Source: an optimization exercise on an open RTL-to-GDS flow (aim: small area). Production flows keep margins and buffers that such runs may drop. Function was checked by simulation only, so behaviour that the tests miss may differ from the original. No driver is modelled on the clock port, so clock power and skew are understated where the tree is cut down; a real chip needs a root buffer or a tree. Power figures rest on the tool's default switching activity, not on a simulated workload.

==> flow/design.v (excerpt) <==
module sky (
	input wire logic clock,
	input wire logic reset,
	input wire logic update_req,
	output logic update_ack,
	input wire logic draw_req,
	output logic draw_ack,
	output logic pixel_req,
	input wire logic pixel_ack,
	output logic [7:0] x,
	output logic [6:0] y,
	output logic [2:0] color
);
	localparam int ROWS = 28;
	logic [11:0] lfsr;
	logic [4:0] ring [ROWS];
	logic clearing;
	logic [4:0] age_out;
	logic write_late;
	logic drawing;
	logic scan_done;
	logic [4:0] column;
	logic [4:0] row;
	logic [3:0] subpixel;
	logic meatball;
	logic next_meatball;
	logic accept;
	logic painter_idle;
	logic take;
	logic pixel_done;
	logic cell_done;
	logic [4:0] next_column;
	logic [4:0] next_row;
	logic write;
	logic clear;
	logic [4:0] write_value;
	assign accept = update_req && !update_ack && !drawing;
	assign painter_idle = !pixel_req && !pixel_ack;
	assign take = drawing && !scan_done && painter_idle;
	assign pixel_done = pixel_req && pixel_ack;
	assign cell_done = pixel_done && subpixel == 4'd15;
	assign next_row = row == 5'(ROWS - 1) ? 5'd0 : row + 5'd1;
	assign next_column = row != 5'(ROWS - 1) ? column : column == 5'd29 ? 5'd0 : column + 5'd1;
	assign x = {column, subpixel[3:2]};
	assign y = {row, subpixel[1:0]};
	assign color = {3{meatball}};
	always_ff @(posedge clock) begin
		if (!reset) begin
			lfsr <= 12'hACE;
		end else begin
			lfsr <= {lfsr[10:0], lfsr[11] ^ lfsr[5] ^ lfsr[3] ^ lfsr[0]};
		end
	end
	always_ff @(posedge clock) begin
		if (!reset) begin
  ...
export LEC_CHECK = 0
export CAP_MARGIN = 20
export CORE_MARGIN = 2
export CORE_UTILIZATION = 30
export SLEW_MARGIN = 20
create_clock -name core_clock -period 8.0 [get_ports {clock}]
standard.sh (not shown) runs the stock make flow with config.mk's settings and CLKGATE_MAP_FILE= SYNTH_SCRIPT=/design/flow/synth_recipe.tcl, a recipe that flattens the netlist after the stock synthesis.
==> flow/flow/run.sh <==
#!/bin/bash
# The standard layout, with two changes: clock tree synthesis adds no
# dummy loads and uses smaller clock buffers, and ports get the smallest buffer.
set -euo pipefail
export CTS_ARGS="-sink_clustering_enable -repair_clock_nets -dont_use_dummy_load -buf_list {sky130_fd_sc_hd__clkbuf_8} -sink_clustering_size 20"
export BUFFER_PORTS_ARGS="-buffer_cell sky130_fd_sc_hd__buf_1"
bash standard.sh > standard.log 2>&1
The first run ran to the end with no violations.
Edit:
==> flow/flow/run.sh (replaced) <==
#!/bin/bash
# The standard layout, with two changes: clock tree synthesis adds no
# dummy loads and uses smaller clock buffers, and ports get the smallest buffer.
set -euo pipefail
export CTS_ARGS="-sink_clustering_enable -repair_clock_nets -dont_use_dummy_load -buf_list {sky130_fd_sc_hd__clkbuf_16} -sink_clustering_size 30"
export BUFFER_PORTS_ARGS="-buffer_cell sky130_fd_sc_hd__buf_1"
bash standard.sh > standard.log 2>&1
=> The new run went through all stages and came out clean; via count falls by 0.38%; register-to-register slack gets worse by 0.05 ns; critical path depth stays the same; setup slack is about the same; synthesized cell count stays the same.
Edit:
==> flow/run.sh (new file) <==
#!/bin/bash
# synth_recipe.tcl (not shown) runs the flow's synth.tcl, then flattens the netlist and writes it again
# the make line also repeats each setting of config.mk as NAME=value (left out here)
make -C /OpenROAD-flow-scripts/flow DESIGN_CONFIG=/design/flow/config.mk WORK_HOME=/design/flow/orfs CLKGATE_MAP_FILE= SYNTH_SCRIPT=/design/flow/synth_recipe.tcl finish
removed: flow/flow/run.sh
removed: flow/standard.sh
Result:
- setup slack got worse by 0.29 ns
- core utilization came out higher by 1.8 points
- first-iteration DRC count falls by roughly a tenth

---

The RTL this note starts from:
==> flow/design.v <==
`default_nettype none
package sky_pkg;
	localparam int COLUMNS = 30;
	localparam int ROWS = 28;
	localparam int BLOCK = 4;
	localparam int SUBPIXELS = 16;
	typedef logic [4:0] column_t;
	typedef logic [4:0] row_t;
	typedef logic [3:0] subpixel_t;
	typedef logic [1:0] cell_t;
	localparam cell_t CELL_EMPTY = 2'b00;
	localparam cell_t CELL_MEATBALL = 2'b10;
	typedef logic [7:0] x_t;
	typedef logic [6:0] y_t;
	typedef logic [2:0] color_t;
	localparam color_t COLOR_SKY = 3'd0;
	localparam color_t COLOR_MEATBALL = 3'd7;
	typedef logic [11:0] lfsr_t;
	localparam lfsr_t LFSR_SEED = 12'hACE;
	localparam lfsr_t LFSR_TAPS = 12'b1000_0010_1001;
endpackage
`default_nettype wire
`default_nettype none
module sky (
	input wire logic clock,
	input wire logic reset,
	input wire logic update_req,
	output logic update_ack,
	input wire logic draw_req,
	output logic draw_ack,
	output logic pixel_req,
	input wire logic pixel_ack,
	output logic [7:0] x,
	output logic [6:0] y,
	output logic [2:0] color
);
	localparam int ROWS = 28;
	logic [11:0] lfsr;
	logic [4:0] ring [ROWS];
	logic clearing;
	logic [4:0] age_out;
	logic write_late;
	logic drawing;
	logic scan_done;
	logic [4:0] column;
	logic [4:0] row;
	logic [3:0] subpixel;
	logic meatball;
	logic next_meatball;
	logic accept;
	logic painter_idle;
	logic take;
	logic pixel_done;
	logic cell_done;
	logic [4:0] next_column;
	logic [4:0] next_row;
	logic write;
	logic clear;
	logic [4:0] write_value;
	assign accept = update_req && !update_ack && !drawing;
	assign painter_idle = !pixel_req && !pixel_ack;
	assign take = drawing && !scan_done && painter_idle;
	assign pixel_done = pixel_req && pixel_ack;
	assign cell_done = pixel_done && subpixel == 4'd15;
	assign next_row = row == 5'(ROWS - 1) ? 5'd0 : row + 5'd1;
	assign next_column = row != 5'(ROWS - 1) ? column : column == 5'd29 ? 5'd0 : column + 5'd1;
	assign x = {column, subpixel[3:2]};
	assign y = {row, subpixel[1:0]};
	assign color = {3{meatball}};
	always_ff @(posedge clock) begin
		if (!reset) begin
			lfsr <= 12'hACE;
		end else begin
			lfsr <= {lfsr[10:0], lfsr[11] ^ lfsr[5] ^ lfsr[3] ^ lfsr[0]};
		end
	end
	always_ff @(posedge clock) begin
		if (!reset) begin
			update_ack <= 1'b0;
		end else if (accept) begin
			update_ack <= 1'b1;
		end else if (!update_req) begin
			update_ack <= 1'b0;
		end
	end
	always_ff @(posedge clock) begin
		clearing <= !reset;
	end
	always_ff @(posedge clock) begin
		if (!reset) begin
			age_out <= 5'(ROWS - 1);
			write_late <= 1'b0;
		end else begin
			if (!accept) begin
				age_out <= age_out == 5'd0 ? 5'(ROWS - 1) : age_out - 5'd1;
			end
			write_late <= accept && age_out[0];
		end
	end
	assign write = (accept && !age_out[0]) || write_late;
	assign clear = !reset || clearing;
	assign write_value = clear ? 5'd0 : write_late ? lfsr[5:1] : lfsr[4:0];
	always_ff @(posedge clock) begin
		ring[0] <= ring[ROWS - 1];
		for (int p = 1; p < ROWS; p++) begin
			if (p % 2 == 1 && (clear || (write && age_out[4:1] == 4'((ROWS - 1 - p) / 2)))) begin
				ring[p] <= write_value;
			end else begin
				ring[p] <= ring[p - 1];
			end
		end
	end
	always_ff @(posedge clock) begin
		if (age_out == next_row) begin
			next_meatball <= ring[ROWS - 1] == next_column + 5'd1;
		end
	end
	always_ff @(posedge clock) begin
		if (!reset) begin
			meatball <= 1'b0;
		end else if (accept) begin
			meatball <= lfsr[4:0] == 5'd1;
		end else if (cell_done) begin
			meatball <= next_meatball;
		end
	end
	always_ff @(posedge clock) begin
		if (!reset) begin
			drawing <= 1'b0;
			draw_ack <= 1'b0;
			scan_done <= 1'b0;
		end else if (!drawing) begin
			if (draw_req) begin
				drawing <= 1'b1;
			end
		end else if (draw_ack) begin
			if (!draw_req) begin
				draw_ack <= 1'b0;
				drawing <= 1'b0;
				scan_done <= 1'b0;
			end
		end else if (scan_done) begin
			if (painter_idle) begin
				draw_ack <= 1'b1;
			end
		end else if (cell_done && row == 5'(ROWS - 1) && column == 5'd29) begin
			scan_done <= 1'b1;
		end
	end
	always_ff @(posedge clock) begin
		if (!reset) begin
			column <= '0;
			row <= '0;
			subpixel <= '0;
		end else if (pixel_done) begin
			subpixel <= subpixel + 4'd1;
			if (subpixel == 4'd15) begin
				row <= next_row;
				column <= next_column;
			end
		end
	end
	always_ff @(posedge clock) begin
		if (!reset) begin
			pixel_req <= 1'b0;
		end else if (take) begin
			pixel_req <= 1'b1;
		end else if (pixel_done) begin
			pixel_req <= 1'b0;
		end
	end
endmodule
`default_nettype wire
==> flow/config.mk <==
export PLATFORM = sky130hd
export DESIGN_NAME = sky
export DESIGN_NICKNAME = sky
export VERILOG_FILES = /design/flow/design.v
export SDC_FILE = /design/flow/constraint.sdc
export NUM_CORES = 4
export LEC_CHECK = 0
export CAP_MARGIN = 20
export CORE_MARGIN = 2
export CORE_UTILIZATION = 30
export SLEW_MARGIN = 20
==> flow/constraint.sdc <==
create_clock -name core_clock -period 8.0 [get_ports {clock}]
set_input_delay 1.6000 -clock core_clock [delete_from_list [all_inputs] [get_ports {clock}]]
set_output_delay 1.6000 -clock core_clock [all_outputs]
set_load 0.01 [all_outputs]
==> flow/flow/run.sh <==
#!/bin/bash
# The standard layout (standard.sh) with three changes:
# - synthesis maps the logic with an area-oriented abc script (flow/area.abc)
#   instead of ORFS's speed script; everything else in synth_recipe.tcl,
#   including the flip-flop mapping, is unchanged;
# - clock tree synthesis inserts no dummy loads and uses clkbuf_8 only;
# - ports are buffered with the smallest buffer.
set -euo pipefail
here=$PWD
{
	cat <<TCL
proc abc {args} {
  set i [lsearch -exact \$args -script]
  lset args [expr {\$i + 1}] $here/flow/area.abc
  yosys abc {*}\$args
}
TCL
	cat synth_recipe.tcl
} > own_synth.tcl
sed "s#SYNTH_SCRIPT=$here/synth_recipe.tcl #SYNTH_SCRIPT=$here/own_synth.tcl #" standard.sh > own_standard.sh
grep -q "SYNTH_SCRIPT=$here/own_synth.tcl " own_standard.sh
export CTS_ARGS="-sink_clustering_enable -repair_clock_nets -dont_use_dummy_load -buf_list {sky130_fd_sc_hd__clkbuf_8}"
export BUFFER_PORTS_ARGS="-buffer_cell sky130_fd_sc_hd__buf_1"
bash own_standard.sh > standard.log 2>&1
==> flow/flow/area.abc <==
strash
dch
map -a
topo
Next try:
==> flow/flow/run.sh (replaced) <==
#!/bin/bash
# The standard layout, with two changes: clock tree synthesis adds no
# dummy loads and uses smaller clock buffers, and ports get the smallest buffer.
set -euo pipefail
export CTS_ARGS="-sink_clustering_enable -repair_clock_nets -dont_use_dummy_load -buf_list {sky130_fd_sc_hd__clkbuf_8}"
export BUFFER_PORTS_ARGS="-buffer_cell sky130_fd_sc_hd__buf_1"
bash standard.sh > standard.log 2>&1
removed: flow/flow/area.abc
What happened: The new run finished clean; via count went up by 4.6%; total power drops by 0.64%; clock power barely changes.

---

Another version of the RTL of sky (not shown whole).
Size in the first run: ~460 cells after synthesis, roughly 26 I/O pins.
export LEC_CHECK = 0
export CAP_MARGIN = 20
export CORE_MARGIN = 2
export CORE_UTILIZATION = 30
export SLEW_MARGIN = 20
create_clock -name core_clock -period 8.0 [get_ports {clock}]
==> flow/flow/run.sh <==
#!/bin/bash
# The standard layout (standard.sh) with three changes:
# - synthesis maps the logic with an area-oriented abc script (flow/area.abc)
#   instead of ORFS's speed script; everything else in synth_recipe.tcl,
#   including the flip-flop mapping, is unchanged;
# - clock tree synthesis is replaced by flow/own_cts.tcl (sourced as ORFS's
#   PRE_CTS_TCL hook): the clock port drives 4 inv_2, each driving 3 inv_6,
#   each driving a group of 15 registers that are close together (two
#   inversions, so the registers see the clock's own polarity);
# - ports are buffered with the smallest buffer.
set -euo pipefail
here=$PWD
{
	cat <<TCL
proc abc {args} {
  set i [lsearch -exact \$args -script]
  lset args [expr {\$i + 1}] $here/flow/area.abc
  yosys abc {*}\$args
}
TCL
	cat synth_recipe.tcl
} > own_synth.tcl
sed "s#SYNTH_SCRIPT=$here/synth_recipe.tcl #SYNTH_SCRIPT=$here/own_synth.tcl #" standard.sh > own_standard.sh
grep -q "SYNTH_SCRIPT=$here/own_synth.tcl " own_standard.sh
export PRE_CTS_TCL=$here/flow/own_cts.tcl
export OWN_CTS_NET=clock
export OWN_CTS_BUF=sky130_fd_sc_hd__inv_6
export OWN_CTS_LEAVES=12
export OWN_CTS_MID=sky130_fd_sc_hd__inv_2
export OWN_CTS_MIDS=4
export BUFFER_PORTS_ARGS="-buffer_cell sky130_fd_sc_hd__buf_1"
bash own_standard.sh > standard.log 2>&1
==> flow/flow/area.abc <==
strash
dch
map -a
strash
dch
amap
topo
==> flow/flow/own_cts.tcl <==

# Split items ({object x y} lists) into k groups of nearly equal size, cutting
# each time across the longer side of the items' bounding box.
proc own_cts_split {items k} {
  if {$k <= 1} { return [list $items] }
  set xs {}; set ys {}
  foreach s $items { lappend xs [lindex $s 1]; lappend ys [lindex $s 2] }
  set dx [expr {[tcl::mathfunc::max {*}$xs] - [tcl::mathfunc::min {*}$xs]}]
  set dy [expr {[tcl::mathfunc::max {*}$ys] - [tcl::mathfunc::min {*}$ys]}]
  set key [expr {$dx >= $dy ? 1 : 2}]
  set sorted [lsort -integer -index $key $items]
  set k1 [expr {$k / 2}]
  set cut [expr {([llength $sorted] * $k1 + $k / 2) / $k}]
  return [concat [own_cts_split [lrange $sorted 0 [expr {$cut - 1}]] $k1] \
                 [own_cts_split [lrange $sorted $cut end] [expr {$k - $k1}]]]
}

# One buffer of master at the centre of the group, driving the group's
# iterms through a new clock net. Returns {buffer x y}.
proc own_cts_drive {block master group name} {
  set sx 0; set sy 0
  foreach s $group { incr sx [lindex $s 1]; incr sy [lindex $s 2] }
  set n [llength $group]
  set cx [expr {$sx / $n}]
  set cy [expr {$sy / $n}]
  set buf [odb::dbInst_create $block $master $name]
  $buf setLocation [expr {$cx - [$master getWidth] / 2}] [expr {$cy - [$master getHeight] / 2}]
  $buf setPlacementStatus PLACED
  set net [odb::dbNet_create $block "clknet_$name"]
  $net setSigType CLOCK
  foreach s $group {
    set it [lindex $s 0]
    $it disconnect
    $it connect $net
  }
  set in {}
  foreach it [$buf getITerms] {
    if {[$it getSigType] ne "SIGNAL"} { continue }
    if {[$it getIoType] eq "OUTPUT"} { $it connect $net } else { set in $it }
  }
  puts "own_cts: $name drives $n pins, at ([expr {$cx / 1000.0}], [expr {$cy / 1000.0}])"
  return [list $in $cx $cy]
}

proc clock_tree_synthesis {args} {
  set block [ord::get_db_block]
  set db [ord::get_db]
  set clk [$block findNet $::env(OWN_CTS_NET)]
  set sinks {}
  foreach it [$clk getITerms] {
    set box [[$it getInst] getBBox]
    lappend sinks [list $it [expr {([$box xMin] + [$box xMax]) / 2}] [expr {([$box yMin] + [$box yMax]) / 2}]]
  }
  puts "own_cts: [llength $sinks] sinks"
  set leaves {}
  set i 0
  foreach g [own_cts_split $sinks $::env(OWN_CTS_LEAVES)] {
    lappend leaves [own_cts_drive $block [$db findMaster $::env(OWN_CTS_BUF)] $g "clkbuf_leaf_$i"]
    incr i
  }
  set mids {}
  set i 0
  foreach g [own_cts_split $leaves $::env(OWN_CTS_MIDS)] {
    lappend mids [own_cts_drive $block [$db findMaster $::env(OWN_CTS_MID)] $g "clkbuf_mid_$i"]
    incr i
  }
  foreach m $mids { [lindex $m 0] connect $clk }
  $clk setSigType CLOCK
  set_propagated_clock [all_clocks]
}
Change:
--- a/flow/flow/run.sh
+++ b/flow/flow/run.sh
@@ -5,7 +5,6 @@
 #   including the flip-flop mapping, is unchanged;
 # - clock tree synthesis is replaced by flow/own_cts.tcl (sourced as ORFS's
-#   PRE_CTS_TCL hook): the clock port drives 4 inv_2, each driving 3 inv_6,
-#   each driving a group of 15 registers that are close together (two
-#   inversions, so the registers see the clock's own polarity);
+#   PRE_CTS_TCL hook): the clock port drives 4 clkbuf_1, each driving 5
+#   clkbuf_4, each driving a group of 9 registers that are close together;
 # - ports are buffered with the smallest buffer.
 set -euo pipefail
@@ -25,7 +24,7 @@
 export PRE_CTS_TCL=$here/flow/own_cts.tcl
 export OWN_CTS_NET=clock
-export OWN_CTS_BUF=sky130_fd_sc_hd__inv_6
-export OWN_CTS_LEAVES=12
-export OWN_CTS_MID=sky130_fd_sc_hd__inv_2
+export OWN_CTS_BUF=sky130_fd_sc_hd__clkbuf_4
+export OWN_CTS_LEAVES=20
+export OWN_CTS_MID=sky130_fd_sc_hd__clkbuf_1
 export OWN_CTS_MIDS=4
 export BUFFER_PORTS_ARGS="-buffer_cell sky130_fd_sc_hd__buf_1"
--- a/flow/flow/own_cts.tcl
+++ b/flow/flow/own_cts.tcl
@@ -34,11 +34,7 @@
     $it connect $net
   }
-  set in {}
-  foreach it [$buf getITerms] {
-    if {[$it getSigType] ne "SIGNAL"} { continue }
-    if {[$it getIoType] eq "OUTPUT"} { $it connect $net } else { set in $it }
-  }
+  [$buf findITerm X] connect $net
   puts "own_cts: $name drives $n pins, at ([expr {$cx / 1000.0}], [expr {$cy / 1000.0}])"
-  return [list $in $cx $cy]
+  return [list [$buf findITerm A] $cx $cy]
 }
 
=> Area after synthesis does not change; setup slack improves by 280 ps; first-iteration DRC count goes up by 36%; wire length goes up by 2.0%; register-to-register slack degrades by 110 ps; die area is unchanged.
Change:
==> flow/flow/run.sh (replaced) <==
#!/bin/bash
# The standard layout (standard.sh) with three changes:
# - synthesis maps the logic with an area-oriented abc script (flow/area.abc)
#   instead of ORFS's speed script, and leaves adders to abc too (no
#   ADDER_MAP_FILE, so no half/full-adder cells); everything else in
#   synth_recipe.tcl, including the flip-flop mapping, is unchanged;
# - clock tree synthesis is replaced by flow/own_cts.tcl (sourced as ORFS's
#   PRE_CTS_TCL hook): the clock port drives 4 inv_2, each driving 3 inv_6,
#   each driving a group of 15 registers that are close together (two
#   inversions, so the registers see the clock's own polarity);
# - ports are buffered with the smallest buffer.
set -euo pipefail
here=$PWD
{
	cat <<TCL
proc abc {args} {
  set i [lsearch -exact \$args -script]
  lset args [expr {\$i + 1}] $here/flow/area.abc
  yosys abc {*}\$args
}
TCL
	cat synth_recipe.tcl
} > own_synth.tcl
sed -e "s#SYNTH_SCRIPT=$here/synth_recipe.tcl #SYNTH_SCRIPT=$here/own_synth.tcl #" \
	-e "s#CLKGATE_MAP_FILE= #CLKGATE_MAP_FILE= ADDER_MAP_FILE= #" standard.sh > own_standard.sh
grep -q "SYNTH_SCRIPT=$here/own_synth.tcl " own_standard.sh
grep -q "ADDER_MAP_FILE= " own_standard.sh
export PRE_CTS_TCL=$here/flow/own_cts.tcl
export OWN_CTS_NET=clock
export OWN_CTS_BUF=sky130_fd_sc_hd__inv_6
export OWN_CTS_LEAVES=12
export OWN_CTS_MID=sky130_fd_sc_hd__inv_2
export OWN_CTS_MIDS=4
export BUFFER_PORTS_ARGS="-buffer_cell sky130_fd_sc_hd__buf_1"
bash own_standard.sh > standard.log 2>&1
==> flow/flow/area.abc (replaced) <==
strash
dch
amap
strash
dch
amap
topo
--- a/flow/flow/own_cts.tcl
+++ b/flow/flow/own_cts.tcl
@@ -34,7 +34,11 @@
     $it connect $net
   }
-  [$buf findITerm X] connect $net
+  set in {}
+  foreach it [$buf getITerms] {
+    if {[$it getSigType] ne "SIGNAL"} { continue }
+    if {[$it getIoType] eq "OUTPUT"} { $it connect $net } else { set in $it }
+  }
   puts "own_cts: $name drives $n pins, at ([expr {$cx / 1000.0}], [expr {$cy / 1000.0}])"
-  return [list [$buf findITerm A] $cx $cy]
+  return [list $in $cx $cy]
 }
 
Effect:
- power decreases by a few percent
- combinational power shrinks by a little under a tenth
- core utilization went down by 0.12 points
- cell count decreases by a few percent
- sequential power hardly moves
- hold slack improves by 47 ps
- design area shrinks by a few percent
- maximum frequency drops slightly
No run of this note takes its clock network from TritonCTS; it comes from the design's own scripts or RTL.

[separate check: timing with driven ports]
Ports are ideal in the flow. The routed layouts listed here were re-timed in OpenROAD.
Step 1 assumes that a clkbuf_16 drives the clock port and a buf_2 every other input.
Step 2 times the ports against the registers' clock, not the clock port: input delays grow and output delays shrink by t, the midpoint of the rising clock arrivals with the driver on.
Slacks: no drivers / after step 1 / after step 2; pairs: no drivers / after step 1.
run | t (ns) | setup WS [ns] | worst data-port slew with drivers (ns)
the first run of note 1 | 0.466 | 4.438 / 4.448 / 3.982 | 0.03
the second run of note 1 | 0.442 | 4.436 / 4.449 / 4.007 | 0.03
the third run of note 1 | 0.461 | 4.143 / 4.159 / 3.698 | 0.03
the first run of note 2 | 0.471 | 3.823 / 3.837 / 3.366 | 0.03
the second run of note 2 | 0.466 | 4.438 / 4.448 / 3.982 | 0.03
the first run of note 3 | 0.275 | 4.081 / 4.118 / 3.843 | 0.03
the second run of note 3 | 0.568 | 4.360 / 4.360 / 3.826 | 0.03
the third run of note 3 | 0.273 | 4.341 / 4.386 / 4.113 | 0.03
After both steps every run listed still meets setup and hold. The setup slack of the second run of note 3, which loses most, moves by 0.000 ns with the drivers and by -0.534 ns with both steps.
